Context: an optimization exercise on an open-source flow, tuned for small area, a short achievable clock period and few clock cycles per item. The choices shown serve that exercise and are no tape-out recipe. Function was checked by simulation only, so behaviour that the tests miss may differ from the original.

Design modular_exponentiation, start of the top module:
module modular_exponentiation (
    input  wire logic                  clk,
    input  wire logic                  rst_n,
    input  wire logic                  in_valid,
    output logic                       in_ready,
    input  wire mexp_pkg::word_t       message,
    output logic                       out_valid,
    input  wire logic                  out_ready,
    output mexp_pkg::word_t            power_result,
    input  wire logic                  cfg_valid,
    output logic                       cfg_ready,
    input  wire mexp_pkg::cfg_index_t  cfg_index,
    input  wire mexp_pkg::word_t       cfg_data
);
Size in the first run: ~110 I/O pins.
Settings: LEC_CHECK=0, CAP_MARGIN=20, CORE_MARGIN=2, CORE_UTILIZATION=60, SETUP_SLACK_MARGIN=2.85, SLEW_MARGIN=20; clock period 6.5 ns.
run.sh (not shown) runs the stock make flow with config.mk's settings and CLKGATE_MAP_FILE= SYNTH_SCRIPT=/design/flow/synth_recipe.tcl, a recipe that flattens the netlist after the stock synthesis.
The first run went through all stages and came out clean.
Testbench counts at the start, summed over its fixed seeds: cycles 210,240, items 192.
Rerun with:
--- a/flow/design.v
+++ b/flow/design.v
@@ -269,31 +269,31 @@
     function automatic logic sum3_sign(input mexp_pkg::est_t u, input mexp_pkg::est_t v3,
                                        input mexp_pkg::est_t w);
         mexp_pkg::est_t hs;
         mexp_pkg::est_t hc;
         mexp_pkg::est_t d;
         hs = u ^ v3 ^ w;
         hc = {((u[5:0] & v3[5:0]) | (u[5:0] & w[5:0]) | (v3[5:0] & w[5:0])), 1'b1};
         d  = hs + hc;
         sum3_sign = d[6];
     endfunction
 endmodule
 module mexp_csfix (
-    input  wire logic [32:0]      c,
+    input  wire mexp_pkg::sword_t c,
     input  wire mexp_pkg::word_t  n,
     output mexp_pkg::word_t       res
 );
-    logic [32:0] c1;
-    assign c1  = c + {1'b0, n};
-    assign res = c[32] ? c1[mexp_pkg::WIDTH-1:0] : c[mexp_pkg::WIDTH-1:0];
+    mexp_pkg::sword_t c1;
+    assign c1  = c + {2'b00, n};
+    assign res = c[mexp_pkg::SW-1] ? c1[mexp_pkg::WIDTH-1:0] : c[mexp_pkg::WIDTH-1:0];
 endmodule
 `default_nettype wire
 `default_nettype none
 module modular_exponentiation (
     input  wire logic                  clk,
     input  wire logic                  rst_n,
     input  wire logic                  in_valid,
     output logic                       in_ready,
     input  wire mexp_pkg::word_t       message,
     output logic                       out_valid,
     input  wire logic                  out_ready,
     output mexp_pkg::word_t            power_result,
@@ -311,27 +311,27 @@
     mexp_pkg::sword_t     sqa_reg;
     mexp_pkg::sword_t     sqb_reg;
     mexp_pkg::est_t       sqr_reg;
     logic [2:0]           sqq_reg;
     mexp_pkg::sword_t     mla_reg;
     mexp_pkg::sword_t     mlb_reg;
     mexp_pkg::est_t       mlr_reg;
     logic [2:0]           mlq_reg;
     logic                 sq_bit_reg;
     logic                 sq_nbit_reg;
     logic                 ml_bit_reg;
     logic                 ml_nbit_reg;
-    logic [32:0]          cv_reg;
-    logic [32:0]          cva;
-    logic [32:0]          cvb;
+    mexp_pkg::sword_t     cv_reg;
+    mexp_pkg::sword_t     cva;
+    mexp_pkg::sword_t     cvb;
     logic                 busy;
     logic                 hold;
     logic [5:0]           nq_reg;
     logic                 nq_ok_reg;
     logic                 special;
     logic                 load;
     logic                 rstep;
     logic                 conv1;
     logic                 conv2;
     logic                 pconv2;
     logic                 conv1_d;
     logic                 conv2_d;
@@ -448,26 +448,26 @@
         .rt      (mlr_reg),
         .a       (ml_bit_reg),
         .an      (ml_nbit_reg),
         .b       (base_reg),
         .n       (modulus_reg),
         .nq      (nq_reg),
         .ge      (mlq_reg),
         .sa_next (mla_next),
         .sb_next (mlb_next),
         .rt_next (mlr_next),
         .ge_next (mlq_next)
     );
-    assign cva = sqa_reg[32:0] | (mla_reg[32:0] & {33{pconv1_d}});
-    assign cvb = sqb_reg[32:0] | (mlb_reg[32:0] & {33{pconv1_d}});
+    assign cva = pconv1_d ? mla_reg : sqa_reg;
+    assign cvb = pconv1_d ? mlb_reg : sqb_reg;
     mexp_csfix u_fix (
         .c   (cv_reg),
         .n   (modulus_reg),
         .res (cv_res)
     );
     assign copy    = pconv2 && exp_bit && acc_one_reg;
     assign take    = pconv2_d && exp_bit && !acc_one_reg;
     assign acc_new = take ? cv_res : acc_reg;
     always_ff @(posedge clk)
     begin
         exp_bit_reg <= exponent_reg[pass_idx];
         cv_reg <= cva + cvb;
=> Non-clock buffer count fell by 5. Core utilization goes up by 0.38 points. Area after synthesis grows slightly. Final area increases slightly. Die area climbs slightly.
Testbench counts after the change, summed over its fixed seeds: cycles 210,240, items 192.

-- afterwards: timing with drivers on the ports --
No port has a modelled driver above. Below, the same layouts with a new extraction and two added sets of constraints. Step 1 (the two cells are an assumption about what drives the block):
set clk [get_ports {clk}]
set_driving_cell -lib_cell sky130_fd_sc_hd__clkbuf_16 $clk
set_driving_cell -lib_cell sky130_fd_sc_hd__buf_2 [delete_from_list [all_inputs] $clk]
Step 2 adds t to the input delays and takes it off the output delays; t is the mean of the earliest and latest rising clock arrival at the registers after step 1. Input paths then give back, and output paths get back, about the clock's delay inside the block. Slacks: ideal / step 1 / step 2; pairs: ideal / step 1.
run | shift t [ns] | setup WS [ns] | worst setup path at the end | clock arrival spread, ns | cell pins on the clock port's net
the first run | 0.621 | 2.970 / 2.960 / 2.970 | register to register | 0.021 / 0.021 | 1
the second run | 0.623 | 3.000 / 2.972 / 3.000 | register to register | 0.031 / 0.030 | 1
After both steps every run listed still meets setup and hold.
